This is an optimization exercise on Yosys and OpenROAD, whose aim is small area, a short achievable clock period and few clock cycles, not a production implementation.
The RTL was checked by simulation tests, not by an equivalence proof against the original design.

[design.v]
package bmcd_pkg;
    localparam int VOLT_W = 13;
    localparam int PCT_W = 7;
    localparam int TIME_W = 32;
    localparam int READ_W = 12;
    localparam int CAL_W = 16;
    localparam int RUN_W = 8;
    localparam int TMO_W = 16;
    localparam int ACT_W = 3;
    localparam int CFG_IDX_W = 3;
    localparam int CFG_DATA_W = 32;
    localparam int NUM_W = 21;
    localparam int DEN_W = 14;
    localparam logic [TIME_W-1:0] TREND_AGE_MS = 32'd90000;
    localparam logic [VOLT_W:0] TREND_RISE_MV = 14'd30;
    localparam logic [VOLT_W:0] TREND_FALL_MV = 14'd90;
    localparam logic [VOLT_W-1:0] TREND_HIGH_MV = 13'd4000;
    localparam logic [VOLT_W:0] SPIKE_MV = 14'd500;
    localparam logic [VOLT_W:0] PLUG_MV = 14'd250;
    localparam logic [VOLT_W:0] UNPLUG_MV = 14'd200;
    localparam logic [VOLT_W-1:0] CRITICAL_MV = 13'd3000;
    localparam logic [TIME_W-1:0] MS_PER_MIN = 32'd60000;
    localparam logic [PCT_W-1:0] PCT_FULL = 7'd100;
    localparam logic [RUN_W-1:0] RUN_MAX = 8'd255;
endpackage
module bmcd_tcmp #(
    parameter int W = 32
) (
    input  logic [W-1:0] n,
    input  logic [W-1:0] x,
    input  logic [W-1:0] k,
    output logic         ge
);
    logic [W-1:0] xb, kb, s, c;
    logic [W+1:0] t;
    always_comb
    begin
        xb = ~x;
        kb = ~k;
        s = n ^ xb ^ kb;
        c = (n & xb) | (n & kb) | (xb & kb);
        t = {2'b00, s} + {1'b0, c, 1'b1} + (W+2)'(1);
        ge = (n >= x) ? t[W+1] : (t[W+1] | t[W]);
    end
endmodule
module bmcd_csa #(
    parameter int W = 8
) (
    input  logic [W-1:0] a,
    input  logic [W-1:0] b,
    input  logic [W-1:0] c,
    output logic [W-1:0] s,
    output logic [W-1:0] cy
);
    logic [W-1:0] m;
    assign s = a ^ b ^ c;
    assign m = (a & b) | (a & c) | (b & c);
    assign cy = {m[W-2:0], 1'b0};
endmodule
module bmcd_gek #(
    parameter int W = 13,
    parameter int K = 1
) (
    input  logic [W-1:0] a,
    input  logic [W-1:0] b,
    output logic         ge
);
    localparam logic [W+1:0] NK = (W+2)'(-K);
    logic [W+1:0] xa, xb, s, cy, t;
    assign xa = {2'b00, a};
    assign xb = ~{2'b00, b};
    bmcd_csa #(.W(W+2)) u_csa (.a(xa), .b(xb), .c(NK), .s(s), .cy(cy));
    assign t = s + cy + (W+2)'(1);
    assign ge = !t[W+1];
endmodule
module battery_monitor_charge_detect #(
    parameter int HISTORY_DEPTH = 5
) (
    input  logic                              clk,
    input  logic                              rst_n,
    input  logic                              cfg_wr_en,
    input  logic [bmcd_pkg::CFG_IDX_W-1:0]    cfg_index,
    input  logic [bmcd_pkg::CFG_DATA_W-1:0]   cfg_data,
    input  logic                              in_valid,
    output logic                              in_ready,
    input  logic [2:0]                        in_action,
    input  logic [31:0]                       in_now_ms,
    input  logic [11:0]                       in_reading_mv,
    output logic                              out_valid,
    input  logic                              out_ready,
    output logic [12:0]                       out_voltage_mv,
    output logic [6:0]                        out_percent,
    output logic                              out_charging,
    output logic                              out_shutdown_request,
    output logic                              out_sleep_request
);
    localparam int HD = HISTORY_DEPTH;
    logic [12:0] full_r, empty_r;
    logic [15:0] cal_r;
    logic [31:0] hi_r, cd_r, grace_r;
    logic [7:0]  confirm_r;
    logic [15:0] tmo_r;
    always_ff @(posedge clk or negedge rst_n)
    begin
        if (!rst_n)
        begin
            full_r <= 13'd4200;
            empty_r <= 13'd3300;
            cal_r <= 16'd16384;
            hi_r <= 32'd30000;
            cd_r <= 32'd5000;
            grace_r <= 32'd60000;
            confirm_r <= 8'd3;
            tmo_r <= '0;
        end
        else if (cfg_wr_en)
        begin
            case (cfg_index)
                3'd0: full_r <= cfg_data[12:0];
                3'd1: empty_r <= cfg_data[12:0];
                3'd2: cal_r <= cfg_data[15:0];
                3'd3: hi_r <= cfg_data;
                3'd4: cd_r <= cfg_data;
                3'd5: grace_r <= cfg_data;
                3'd6: confirm_r <= cfg_data[7:0];
                default: tmo_r <= cfg_data[15:0];
            endcase
        end
    end
    logic [22:0] tmo125_r;
    logic [26:0] tmo1875_r;
    logic [31:0] limit;
    logic        tmo_nz_r;
    logic [12:0] span_r;
    logic [13:0] den;
    logic [15:0] den3_r;
    logic [21:0] e200_r, k2_r, k2m_r;
    always_ff @(posedge clk)
    begin
        tmo125_r <= {tmo_r, 7'b0} - {5'b0, tmo_r, 2'b0} + 23'(tmo_r);
        tmo1875_r <= {tmo125_r, 4'b0} - 27'(tmo125_r);
        tmo_nz_r <= (tmo_r != '0);
        span_r <= full_r - empty_r;
        den3_r <= 16'({span_r, 1'b0}) + 16'({span_r, 2'b0});
        e200_r <= 22'(empty_r) * 22'd200;
        k2_r <= 22'(span_r) - e200_r;
        k2m_r <= k2_r - {2'b0, den, 6'b0};
    end
    assign limit = {tmo1875_r, 5'b0};
    assign den = {span_r, 1'b0};
    logic s_v, o_v;
    logic rdy_r;
    logic adv;
    assign adv = !s_v;
    assign in_ready = rdy_r;
    logic        c_v;
    logic [2:0]  c_act;
    logic [31:0] c_now;
    logic [11:0] c_rd;
    always_ff @(posedge clk or negedge rst_n)
    begin
        if (!rst_n)
            c_v <= 1'b0;
        else if (adv)
            c_v <= in_valid;
    end
    always_ff @(posedge clk)
    begin
        if (adv)
        begin
            c_act <= in_action;
            c_now <= in_now_ms;
            c_rd <= in_reading_mv;
        end
    end
    logic        p_v, p_upd, p_qry, p_ref, p_act, p_ini;
    logic [31:0] p_now;
    logic [16:0] p_dnlo;
    logic [27:0] p_s, p_c;
    logic [27:0] pp [12];
    logic [27:0] wa [8];
    logic [27:0] wb [4];
    logic [27:0] wc [4];
    logic [27:0] wd [2];
    logic [27:0] we_s, we_c;
    always_comb
    begin
        for (int i = 0; i < 12; i++)
            pp[i] = c_rd[i] ? (28'(cal_r) << i) : '0;
    end
    bmcd_csa #(.W(28)) u_wa0 (.a(pp[0]), .b(pp[1]), .c(pp[2]), .s(wa[0]), .cy(wa[1]));
    bmcd_csa #(.W(28)) u_wa1 (.a(pp[3]), .b(pp[4]), .c(pp[5]), .s(wa[2]), .cy(wa[3]));
    bmcd_csa #(.W(28)) u_wa2 (.a(pp[6]), .b(pp[7]), .c(pp[8]), .s(wa[4]), .cy(wa[5]));
    bmcd_csa #(.W(28)) u_wa3 (.a(pp[9]), .b(pp[10]), .c(pp[11]), .s(wa[6]), .cy(wa[7]));
    bmcd_csa #(.W(28)) u_wb0 (.a(wa[0]), .b(wa[1]), .c(wa[2]), .s(wb[0]), .cy(wb[1]));
    bmcd_csa #(.W(28)) u_wb1 (.a(wa[3]), .b(wa[4]), .c(wa[5]), .s(wb[2]), .cy(wb[3]));
    bmcd_csa #(.W(28)) u_wc0 (.a(wb[0]), .b(wb[1]), .c(wb[2]), .s(wc[0]), .cy(wc[1]));
    bmcd_csa #(.W(28)) u_wc1 (.a(wb[3]), .b(wa[6]), .c(wa[7]), .s(wc[2]), .cy(wc[3]));
    bmcd_csa #(.W(28)) u_wd0 (.a(wc[0]), .b(wc[1]), .c(wc[2]), .s(wd[0]), .cy(wd[1]));
    bmcd_csa #(.W(28)) u_we0 (.a(wd[0]), .b(wd[1]), .c(wc[3]), .s(we_s), .cy(we_c));
    always_ff @(posedge clk or negedge rst_n)
    begin
        if (!rst_n)
        begin
            p_v <= 1'b0;
            p_upd <= 1'b0;
            p_qry <= 1'b0;
            p_ref <= 1'b0;
            p_act <= 1'b0;
            p_ini <= 1'b0;
        end
        else if (adv)
        begin
            p_v <= c_v;
            p_upd <= c_v && c_act == 3'd0;
            p_qry <= c_v && c_act == 3'd1;
            p_ref <= c_v && c_act == 3'd2;
            p_act <= c_v && c_act == 3'd3;
            p_ini <= c_v && c_act == 3'd4;
        end
    end
    always_ff @(posedge clk)
    begin
        if (adv)
        begin
            p_now <= c_now;
            p_dnlo <= {1'b0, c_now[15:0]} - {1'b0, p_now[15:0]};
            p_s <= we_s;
            p_c <= we_c;
        end
    end
    logic [12:0] cv_r;
    logic [20:0] cv200_r;    
    logic        chg_r;
    logic [31:0] rt_r, pt_r, at_r;
    logic [31:0] seen_r;
    logic        seen_v;
    logic [HD-1:0] slot_r;
    logic [12:0] hv_r [HD];
    logic [31:0] ht_r [HD];
    logic [HD-1:0] hvld_r;
    logic [12:0] ov_r;
    logic [31:0] ot1_r, ot2_r;
    logic        ov1_r, ov2_r;
    logic [7:0]  run_r;
    logic l_meas, l_pt, l_push, l_init, l_seen, l_at;
    logic        m_v, m_upd, m_qry, m_ref, m_act, m_ini;
    logic [31:0] m_now;
    logic [12:0] m_c;
    logic m_stale_a, m_stale_b, m_pd_a, m_pd_b;
    logic m_age_a, m_age_b, m_age_c;
    logic m_g_a, m_g_b, m_g_self;
    logic m_sl_a, m_sl_b;
    logic [29:0] pa, pb, pnf;
    logic [29:0] s2, c2;
    logic [29:0] ptot, rsum;
    logic [15:0] raw;
    logic        clamp;
    logic [12:0] clamp_v;
    assign pa = 30'(p_s);
    assign pb = 30'(p_c);
    assign pnf = {4'b1111, ~full_r, 1'b1, 12'b0};
    bmcd_csa #(.W(30)) u_csa2 (.a(pa), .b(pb), .c(pnf), .s(s2), .cy(c2));
    always_comb
    begin
        ptot = s2 + c2;
        clamp = !ptot[29];
        rsum = pa + pb + 30'd4096;
        raw = rsum[28:13];
        clamp_v = clamp ? full_r : raw[12:0];
    end
    logic [31:0] ta, tb;
    logic va, vb;
    logic [31:0] dn;
    logic ge_rt, ge_pt, ge_ta, ge_tb, ge_seen, ge_at;
    always_comb
    begin
        ta = ot1_r;
        tb = ot2_r;
        va = ov1_r;
        vb = ov2_r;
        dn = {p_now[31:16] - m_now[31:16] - 16'(p_dnlo[16]), p_dnlo[15:0]};
    end
    bmcd_tcmp u_t_rt   (.n(p_now), .x(rt_r),   .k(cd_r),    .ge(ge_rt));
    bmcd_tcmp u_t_pt   (.n(p_now), .x(pt_r),   .k(hi_r),    .ge(ge_pt));
    bmcd_tcmp u_t_ta   (.n(p_now), .x(ta),     .k(bmcd_pkg::TREND_AGE_MS), .ge(ge_ta));
    bmcd_tcmp u_t_tb   (.n(p_now), .x(tb),     .k(bmcd_pkg::TREND_AGE_MS), .ge(ge_tb));
    bmcd_tcmp u_t_seen (.n(p_now), .x(seen_r), .k(grace_r), .ge(ge_seen));
    bmcd_tcmp u_t_at   (.n(p_now), .x(at_r),   .k(limit),   .ge(ge_at));
    always_ff @(posedge clk or negedge rst_n)
    begin
        if (!rst_n)
        begin
            m_v <= 1'b0;
            m_upd <= 1'b0;
            m_qry <= 1'b0;
            m_ref <= 1'b0;
            m_act <= 1'b0;
            m_ini <= 1'b0;
        end
        else if (adv)
        begin
            m_v <= p_v;
            m_upd <= p_upd;
            m_qry <= p_qry;
            m_ref <= p_ref;
            m_act <= p_act;
            m_ini <= p_ini;
        end
    end
    always_ff @(posedge clk)
    begin
        if (adv)
        begin
            m_now <= p_now;
            m_c <= clamp_v;
            m_stale_a <= ge_rt;
            m_stale_b <= dn >= cd_r;
            m_pd_a <= ge_pt;
            m_pd_b <= dn >= hi_r;
            m_age_a <= va && (ta != '0) && ge_ta;
            m_age_b <= vb && (tb != '0) && ge_tb;
            m_age_c <= (m_now != '0) && (dn >= bmcd_pkg::TREND_AGE_MS);
            m_g_a <= seen_v && (seen_r != '0) && !ge_seen;
            m_g_b <= (m_now != '0) && (dn < grace_r);
            m_g_self <= (p_now != '0) && (grace_r != '0);
            m_sl_a <= tmo_nz_r && ge_at;
            m_sl_b <= tmo_nz_r && (dn >= limit);
        end
    end
    logic stale, pd, age, gr, sl, meas;
    logic cv_nz;
    logic g_c_cv_501, g_cv_c_501, g_c_cv_251, g_cv_c_201;
    logic g_c_ov_31, g_ov_c_91, g_cv_ov_31, g_ov_cv_91;
    bmcd_gek #(.W(13), .K(501)) u_g0 (.a(m_c), .b(cv_r), .ge(g_c_cv_501));
    bmcd_gek #(.W(13), .K(501)) u_g1 (.a(cv_r), .b(m_c), .ge(g_cv_c_501));
    bmcd_gek #(.W(13), .K(251)) u_g2 (.a(m_c), .b(cv_r), .ge(g_c_cv_251));
    bmcd_gek #(.W(13), .K(201)) u_g3 (.a(cv_r), .b(m_c), .ge(g_cv_c_201));
    bmcd_gek #(.W(13), .K(31))  u_g4 (.a(m_c), .b(ov_r), .ge(g_c_ov_31));
    bmcd_gek #(.W(13), .K(91))  u_g5 (.a(ov_r), .b(m_c), .ge(g_ov_c_91));
    bmcd_gek #(.W(13), .K(31))  u_g6 (.a(cv_r), .b(ov_r), .ge(g_cv_ov_31));
    bmcd_gek #(.W(13), .K(91))  u_g7 (.a(ov_r), .b(cv_r), .ge(g_ov_cv_91));
    logic spike, plug, unplug, take;
    logic [12:0] cv_new;
    logic [20:0] c200, cv200_new;
    logic chg1, seen1;
    logic [HD-1:0] oslot, oslot2;
    logic [12:0] ov_next;
    logic [HD-1:0] oslot3;
    logic [31:0] ot1_next, ot2_next;
    logic ov1_next, ov2_next;
    logic rise, fall, do_trend, chg2, seen_set, grace_ok, low;
    logic [7:0] run_inc, run_n;
    logic inc_ge, shut, sleep, push;
    always_comb
    begin
        stale = l_meas ? m_stale_b : m_stale_a;
        pd = l_pt ? m_pd_b : m_pd_a;
        age = l_push ? m_age_b : (l_init ? m_age_c : m_age_a);
        gr = l_seen ? m_g_b : m_g_a;
        sl = l_at ? m_sl_b : m_sl_a;
        meas = m_ref || m_ini || ((m_upd || m_qry) && stale);
        cv_nz = (cv_r != '0);
        spike = cv_nz && (g_c_cv_501 || g_cv_c_501);
        plug = cv_nz && g_c_cv_251;
        unplug = cv_nz && g_cv_c_201;
        take = meas && !spike;
        cv_new = take ? m_c : cv_r;
        c200 = {1'b0, m_c, 7'b0} + {2'b0, m_c, 6'b0} + {5'b0, m_c, 3'b0};
        cv200_new = take ? c200 : cv200_r;
        if (!meas)
            chg1 = chg_r;
        else if (take && plug)
            chg1 = 1'b1;
        else if (take && unplug)
            chg1 = 1'b0;
        else
            chg1 = m_ref ? 1'b0 : chg_r;
        seen1 = take && plug;
        if (take)
        begin
            rise = g_c_ov_31;
            fall = (m_c < bmcd_pkg::TREND_HIGH_MV) && g_ov_c_91;
            low = (m_c <= bmcd_pkg::CRITICAL_MV);
        end
        else
        begin
            rise = g_cv_ov_31;
            fall = (cv_r < bmcd_pkg::TREND_HIGH_MV) && g_ov_cv_91;
            low = (cv_r <= bmcd_pkg::CRITICAL_MV);
        end
        push = m_upd && pd;
        do_trend = push && age;
        if (do_trend && rise)
            chg2 = 1'b1;
        else if (do_trend && fall)
            chg2 = 1'b0;
        else
            chg2 = chg1;
        seen_set = seen1 || (do_trend && rise);
        grace_ok = seen_set ? m_g_self : gr;
        run_inc = (run_r != bmcd_pkg::RUN_MAX) ? run_r + 8'd1 : run_r;
        inc_ge = (run_inc >= confirm_r);
        shut = m_upd && !grace_ok && low && !chg2 && inc_ge;
        if (!m_upd)
            run_n = run_r;
        else if (!grace_ok && low && !chg2)
            run_n = run_inc;
        else
            run_n = '0;
        sleep = m_upd && !shut && !chg2 && sl;
        oslot = {slot_r[HD-2:0], slot_r[HD-1]};
        oslot2 = {oslot[HD-2:0], oslot[HD-1]};
        oslot3 = {oslot2[HD-2:0], oslot2[HD-1]};
        ov_next = '0;
        ot1_next = '0;
        ot2_next = '0;
        for (int k = 0; k < HD; k++)
        begin
            ov_next = ov_next | (hv_r[k] & {13{oslot2[k]}});
            ot1_next = ot1_next | (ht_r[k] & {32{oslot2[k]}});
            ot2_next = ot2_next | (ht_r[k] & {32{oslot3[k]}});
        end
        ov1_next = |(hvld_r & oslot2);
        ov2_next = |(hvld_r & oslot3);
    end
    logic r_v, r_shut, r_sleep, r_meas;
    always_ff @(posedge clk or negedge rst_n)
    begin
        if (!rst_n)
        begin
            cv_r <= '0;
            cv200_r <= '0;
            chg_r <= 1'b0;
            rt_r <= '0;
            pt_r <= '0;
            at_r <= '0;
            seen_v <= 1'b0;
            slot_r <= HD'(1);
            hvld_r <= '0;
            ov1_r <= 1'b0;
            ov2_r <= 1'b0;
            run_r <= '0;
            l_meas <= 1'b0;
            l_pt <= 1'b0;
            l_push <= 1'b0;
            l_init <= 1'b0;
            l_seen <= 1'b0;
            l_at <= 1'b0;
            r_v <= 1'b0;
        end
        else if (adv)
        begin
            cv_r <= cv_new;
            cv200_r <= cv200_new;
            chg_r <= chg2;
            if (meas)
                rt_r <= m_now;
            if (push || m_ini)
                pt_r <= m_now;
            if (m_act || m_ini)
                at_r <= m_now;
            if (seen_set)
                seen_v <= 1'b1;
            if (m_ini)
            begin
                hvld_r <= '1;
                ov1_r <= 1'b1;
                ov2_r <= 1'b1;
            end
            else if (push)
            begin
                hvld_r <= hvld_r | slot_r;
                ov1_r <= ov1_next;
                ov2_r <= ov2_next;
            end
            if (push)
                slot_r <= oslot;
            run_r <= run_n;
            l_meas <= meas;
            l_pt <= push || m_ini;
            l_push <= push;
            l_init <= m_ini;
            l_seen <= seen_set;
            l_at <= m_act || m_ini;
            r_v <= m_v;
        end
    end
    always_ff @(posedge clk)
    begin
        if (adv)
        begin
            for (int k = 0; k < HD; k++)
                if (m_ini || (push && slot_r[k]))
                begin
                    hv_r[k] <= cv_new;
                    ht_r[k] <= m_now;
                end
            if (m_ini)
            begin
                ov_r <= cv_new;
                ot1_r <= m_now;
                ot2_r <= m_now;
            end
            else if (push)
            begin
                ov_r <= ov_next;
                ot1_r <= ot1_next;
                ot2_r <= ot2_next;
            end
            if (seen_set)
                seen_r <= m_now;
            r_shut <= shut;
            r_sleep <= sleep;
            r_meas <= meas;
        end
    end
    logic [21:0] num, t6;
    logic        d_qc;
    logic [19:0] d_rc;
    always_comb
    begin
        num = 22'(cv200_r) + k2_r;
        t6 = 22'(cv200_r) + k2m_r;
        d_qc = !t6[21];
        d_rc = d_qc ? t6[19:0] : num[19:0];
    end
    logic        d_v, d_chg, d_shut, d_sleep, d_meas, d_full, d_zero;
    logic [12:0] d_cv;
    logic [19:0] d_rem;
    logic        d_q;
    logic [20:0] e1_r1, e1_r2, e1_r3;
    logic [17:0] e1_rc;
    logic [1:0]  e1_qc;
    logic [18:0] e2_r1, e2_r2, e2_r3;
    logic [15:0] e2_rc;
    logic [1:0]  e2_qc;
    logic [16:0] o_r1, o_r2, o_r3;
    logic [1:0]  o_qc;
    logic        e1_v, e1_chg, e1_shut, e1_sleep, e1_meas, e1_full, e1_zero;
    logic [12:0] e1_cv;
    logic [17:0] e1_rem;
    logic [6:4]  e1_q;
    logic        e2_v, e2_chg, e2_shut, e2_sleep, e2_meas, e2_full, e2_zero;
    logic [12:0] e2_cv;
    logic [15:0] e2_rem;
    logic [6:2]  e2_q;
    always_comb
    begin
        e1_r1 = {1'b0, d_rem} - {3'b0, den, 4'b0};
        e1_r2 = {1'b0, d_rem} - {2'b0, den, 5'b0};
        e1_r3 = {1'b0, d_rem} - {1'b0, den3_r, 4'b0};
        if (!e1_r3[20])
        begin
            e1_qc = 2'd3;
            e1_rc = e1_r3[17:0];
        end
        else if (!e1_r2[20])
        begin
            e1_qc = 2'd2;
            e1_rc = e1_r2[17:0];
        end
        else if (!e1_r1[20])
        begin
            e1_qc = 2'd1;
            e1_rc = e1_r1[17:0];
        end
        else
        begin
            e1_qc = 2'd0;
            e1_rc = d_rem[17:0];
        end
        e2_r1 = {1'b0, e1_rem} - {3'b0, den, 2'b0};
        e2_r2 = {1'b0, e1_rem} - {2'b0, den, 3'b0};
        e2_r3 = {1'b0, e1_rem} - {1'b0, den3_r, 2'b0};
        if (!e2_r3[18])
        begin
            e2_qc = 2'd3;
            e2_rc = e2_r3[15:0];
        end
        else if (!e2_r2[18])
        begin
            e2_qc = 2'd2;
            e2_rc = e2_r2[15:0];
        end
        else if (!e2_r1[18])
        begin
            e2_qc = 2'd1;
            e2_rc = e2_r1[15:0];
        end
        else
        begin
            e2_qc = 2'd0;
            e2_rc = e1_rem[15:0];
        end
        o_r1 = {1'b0, e2_rem} - {3'b0, den};
        o_r2 = {1'b0, e2_rem} - {2'b0, den, 1'b0};
        o_r3 = {1'b0, e2_rem} - {1'b0, den3_r};
        if (!o_r3[16])
            o_qc = 2'd3;
        else if (!o_r2[16])
            o_qc = 2'd2;
        else if (!o_r1[16])
            o_qc = 2'd1;
        else
            o_qc = 2'd0;
    end
    always_ff @(posedge clk or negedge rst_n)
    begin
        if (!rst_n)
        begin
            d_v <= 1'b0;
            e1_v <= 1'b0;
            e2_v <= 1'b0;
        end
        else if (adv)
        begin
            d_v <= r_v;
            e1_v <= d_v;
            e2_v <= e1_v;
        end
    end
    always_ff @(posedge clk)
    begin
        if (adv)
        begin
            d_cv <= cv_r;
            d_chg <= chg_r;
            d_shut <= r_shut;
            d_sleep <= r_sleep;
            d_meas <= r_meas;
            d_full <= (cv_r >= full_r);
            d_zero <= (cv_r <= empty_r);
            d_rem <= d_rc;
            d_q <= d_qc;
            e1_cv <= d_cv;
            e1_chg <= d_chg;
            e1_shut <= d_shut;
            e1_sleep <= d_sleep;
            e1_meas <= d_meas;
            e1_full <= d_full;
            e1_zero <= d_zero;
            e1_rem <= e1_rc;
            e1_q <= {d_q, e1_qc};
            e2_cv <= e1_cv;
            e2_chg <= e1_chg;
            e2_shut <= e1_shut;
            e2_sleep <= e1_sleep;
            e2_meas <= e1_meas;
            e2_full <= e1_full;
            e2_zero <= e1_zero;
            e2_rem <= e2_rc;
            e2_q <= {e1_q, e2_qc};
        end
    end
    logic [6:0]  pct_calc, pct_res, pct_r;
    always_comb
    begin
        if (e2_full)
            pct_calc = bmcd_pkg::PCT_FULL;
        else if (e2_zero)
            pct_calc = '0;
        else
            pct_calc = {e2_q, o_qc};
        pct_res = e2_meas ? pct_calc : pct_r;
    end
    logic [22:0] res, o_d, s_d;
    assign res = {e2_cv, pct_res, e2_chg, e2_shut, e2_sleep};
    always_ff @(posedge clk or negedge rst_n)
    begin
        if (!rst_n)
        begin
            pct_r <= '0;
            o_v <= 1'b0;
            s_v <= 1'b0;
            rdy_r <= 1'b1;
        end
        else
        begin
            if (adv && e2_v && e2_meas)
                pct_r <= pct_calc;
            if (adv)
            begin
                if (o_v && !out_ready)
                begin
                    s_v <= e2_v;
                    rdy_r <= !e2_v;
                end
                else
                begin
                    o_v <= e2_v;
                end
            end
            else if (out_ready)
            begin
                s_v <= 1'b0;
                rdy_r <= 1'b1;
            end
        end
    end
    always_ff @(posedge clk)
    begin
        if (adv)
        begin
            if (o_v && !out_ready)
                s_d <= res;
            else
                o_d <= res;
        end
        else if (out_ready)
        begin
            o_d <= s_d;
        end
    end
    assign out_valid = o_v;
    assign {out_voltage_mv, out_percent, out_charging, out_shutdown_request, out_sleep_request} = o_d;
endmodule
[run.sh]
#!/bin/bash
# synth_recipe.tcl (not shown) runs the flow's synth.tcl, then flattens the netlist and writes it again
# the make line also repeats each setting of config.mk as NAME=value (left out here)
make -C /OpenROAD-flow-scripts/flow DESIGN_CONFIG=/design/flow/config.mk WORK_HOME=/design/flow/orfs CLKGATE_MAP_FILE= SYNTH_SCRIPT=/design/flow/synth_recipe.tcl finish
[config.mk]
export PLATFORM = sky130hd
export DESIGN_NAME = battery_monitor_charge_detect
export DESIGN_NICKNAME = battery_monitor_charge_detect
export VERILOG_FILES = /design/flow/design.v
export SDC_FILE = /design/flow/constraint.sdc
export NUM_CORES = 4
export LEC_CHECK = 0
export CAP_MARGIN = 20
export CORE_MARGIN = 2
export CORE_UTILIZATION = 60
export PLACE_DENSITY = 0.75
export SETUP_SLACK_MARGIN = 5
export SLEW_MARGIN = 20
[constraint.sdc]
create_clock -name core_clock -period 11.0 [get_ports {clk}]
set_input_delay 2.2000 -clock core_clock [delete_from_list [all_inputs] [get_ports {clk}]]
set_output_delay 2.2000 -clock core_clock [all_outputs]
set_load 0.01 [all_outputs]
==> key figures <==
Routing
  – Post-Route WL: 225.1 mm
  – DR vias/cell: 6.145
  – Antenna Nets Post-Route: 0
  – Routed WL per cell: between 20 and 25 um
  – Initial DRC Count: 4,803
  – Pre-antenna DRT Iters: 6
  – Vias: roughly 59,000
  – # DRC: 0

Global routing
  – Vias in the first global route: 59,320
  – GR Overflow Total: 0
  – Largest net degree at the start of global routing: 151
  – Initial antenna violation count: 27
  – GRT Overall Usage: 0.3227
  – First-pass GRT wire length: 345.5 mm

Worst hold path
  – Min-delay worst type: reg -> reg

CTS
  – Maximum clock path buffer count: 3
  – Clk sinks: around 1,200
  – Clock slew at reported path FFs: about 0.060 ns
  – Clock latency at the later pin of the worst-skew pair: between 0.7 and 0.8 ns
  – H-tree depth: 4
  – CTS Buf Count: around 140
  – Post-CTS Setup Inserts: 0
  – CTS tree: done
  – Hold Buf Count CTS: 0
  – # resized after CTS: 0
  – Clock Root Buffer: clkbuf_16

Cells and area
  – Area growth, synth to finish: 9.643%
  – Largest register FFs: 160
  – Fill cells: 10,320
  – Layout cells sized above 1: 0.07686
  – Nets: ~9,300
  – Largest regs: ht_r: 160 flops, hv_r: 65 flops
  – Post-Layout Cell Count: ~9,600
  – Top reg by flops: ht_r
  – Post-route cell area: roughly 0.09 mm^2

Die
  – Core Area: around 0.14 mm^2
  – Die ar.: roughly 0.14 mm^2
  – Initial Util: 0.6037
  – Standard-cell rows: around 140
  – Chip height: roughly 370 um
  – DIE WIDTH: between 300 and 400 um
  – I/O Pins: approximately 110

Placement
  – Port buffer count: 111
  – Post-DP HPWL: between 150 and 200 mm
  – Routability cong.: 0.9671
  – Placed cell count: roughly 9,400
  – Area after DPL: around 0.085 mm^2

Critical path
  – Type of the worst setup path: reg -> reg
  – Critical Path Source Type: register
  – CP arrival: roughly 5.5 ns
  – CP Cell Sequence: inv_1 > ha_1 > inv_1 > ha_1 > a21boi_0 > o21a_1 > o21a_1 > o31a_1 > a31oi_1 > ha_1 > a21o_1 > a21o_1 > a21o_1 > a21o_1 > a21oi_1 > nor2b_1 > o21ai_0 > o311a_1 > o41ai_1
  – Crit path top cell by count: a21o_1
  – Max stage delay cell, worst path: edfxtp_1
  – Largest delay share family, worst path: compound AO/OA/AOI/OAI gates
  – CP required: ~11 ns
  – Crit. End Element: register
  – CP max stage delay: approximately 0.77 ns
  – WP buf/inv: 2
  – Critical path fanouts, max: 13

Logic synthesis
  – EDFF count, synth: 697
  – Cell count after synthesis: between 7,000 and 8,000
  – Syn Area/Cell: between 10 and 15 um^2
  – Syn_nets: 9,177
  – Synth cell types: 92
  – Syn Std Cell Area: 0.08168 mm^2
  – Ys async rst share: 0.2915
  – Register area share after synthesis: 0.3962
  – Main flop type after synthesis: edfxtp_1
  – Yosys reg bits: roughly 1,200
  – Synth Warn #: 12

STA
  – TNS Setup: 0 ns
  – F_max: 0.2009 GHz
  – Hold Vio Cnt, Final: 0
  – Hold_ws: 0.3513 ns
  – Final critical-path required period: between 4 and 5 ns
  – # setup viols final: 0
  – Max-slew headroom: 0.1948
  – Worst-case clock skew: 0.02937 ns
  – Worst-Margin Slew: 1.197 ns
  – RSZ-0062 raised after global routing: false
  – Fin crit share: 0.4525
  – Final Slew Violations: 0

Run status
  – Status: complete, no violations

Job
  – Max-cap viol count: 0
## cells in the mapped netlist, types with 41 or more instances
cell type / count / share of area
a21boi_0: 41 / 0.0038
a21o_1: 193 / 0.018
a21oi_1: 352 / 0.022
a22oi_1: 145 / 0.013
a31oi_1: 112 / 0.0086
and2_1: 167 / 0.013
clkbuf_1: 149 / 0.0068
dfrtp_1: 310 / 0.095
dfxtp_1: 139 / 0.034
edfxtp_1: 697 / 0.26
fa_1: 329 / 0.081
ha_1: 1180 / 0.18
inv_1: 1065 / 0.049
mux2_2: 201 / 0.028
mux2i_1: 69 / 0.0085
nand2_1: 394 / 0.018
nand2b_1: 68 / 0.0052
nand3_1: 88 / 0.0054
nand4_1: 83 / 0.0064
nor2_1: 311 / 0.014
nor2b_1: 82 / 0.0063
nor3_1: 95 / 0.0058
nor4_1: 77 / 0.0059
o21a_1: 84 / 0.0077
o21ai_0: 390 / 0.024
xnor2_1: 142 / 0.015
xor2_1: 60 / 0.0064
## cell families (layout without fill, tap and decap cells)
| kind of cell | Yosys count | count (layout) | share of synthesized area |
|---|---|---|---|
| AND/OR/NAND/NOR | 1522 | 1522 | 0.09453 |
| multiplexers | 275 | 275 | 0.03709 |
| adder cells (fa/ha/maj) | 1513 | 1513 | 0.2619 |
| AO/OA/AOI/OAI | 1650 | 1650 | 0.1315 |
| XOR/XNOR | 202 | 202 | 0.02166 |
| flip-flops | 1180 | 1180 | 0.3962 |
| other | 0 | 10 | 0 |
| buffers and inverters | 1239 | 1490 | 0.05712 |
## routing by layer
layer  part of all wire  global-route usage  up-vias  wire [um]
li1                   -                   -    27230          -
met1               0.41              0.4304    29220      92750
met2               0.47              0.5298     2191     105900
met3              0.073             0.04687      480      16410
met4              0.044              0.1323       10       9955
met5            0.00029                   0        -         65
## cell type report
cell class,count,area [um^2],share of cell area
Multi-Input combinational cell,5162,44760,0.4998
Sequential cell,1180,32370,0.3615
Inverter,1066,4009,0.04476
Clock buffer,182,3842,0.04291
Tap cell,1781,2228,0.02488
Timing Repair Buffer,180,1647,0.01839
Clock inverter,62,669.4,0.007475
Antenna cell,10,25.02,0.0002794
## through the flow
step | util | setup slack [ns]
6_report | 0.6619 | 6.022
5_1_grt | 0.6618 | 5.728
4_1_cts | 0.6616 | 6.042
3_5_place_dp | 0.6283 | 6.096
3_3_place_gp | 0.6282 | 6.120
2_1_floorplan | - | 5.661
## layout by cell type (no fill, tap or decap), drive strengths merged, types with 88 or more instances in the layout
cell type	count
a22oi	145
inv	1078
nor2	311
a21o	193
ha	1180
nor3	95
nand2	394
nand3	88
and2	167
a31oi	112
a21oi	353
dfxtp	139
xnor2	142
clkdlybuf4s50	110
dfrtp	310
clkbuf	182
o21ai	401
fa	329
edfxtp	697
mux2	206
## path summary, 6_finish.rpt
check,startpoint,endpoint,slack (ns),cells after the start
min in group asynchronous,rst_n,at_r[4],1.40,1
max,p_now[19],m_pd_b,6.02,19
min reg2reg,k2_r[1],k2m_r[1],0.35,0
max in group asynchronous,rst_n,s_v,7.32,3
max reg2reg,p_now[19],m_pd_b,6.02,19
min,k2_r[1],k2m_r[1],0.35,0
Testbench counts, summed over its fixed seeds: cycles 2,464.

-- separate check: timing with driven ports --
The flow's constraints put no driver on any port. The routed layout listed below was extracted and timed again, unchanged, in two steps. Step 1 assumes that a clkbuf_16 drives the clock port and a buf_2 every other input. Step 2 adds t to the input delays and takes it off the output delays; t is the mean of the earliest and latest rising clock arrival at the registers after step 1. Input paths then give back, and output paths get back, about the clock's delay inside the block. a / b / c = no drivers / after step 1 / after step 2; a / b = the first two.
shift t [ns]: 0.846
setup WS [ns]: 6.022 / 6.022 / 6.022
worst hold slack (ns): 0.351 / 0.351 / 0.351
worst register clock-pin slew, ns: 0.07 / 0.07
cell pins on the clock port's net: 1
After both steps this run still meets setup and hold. The setup slack of this run moves by 0.000 ns with the drivers and by 0.000 ns with both steps.
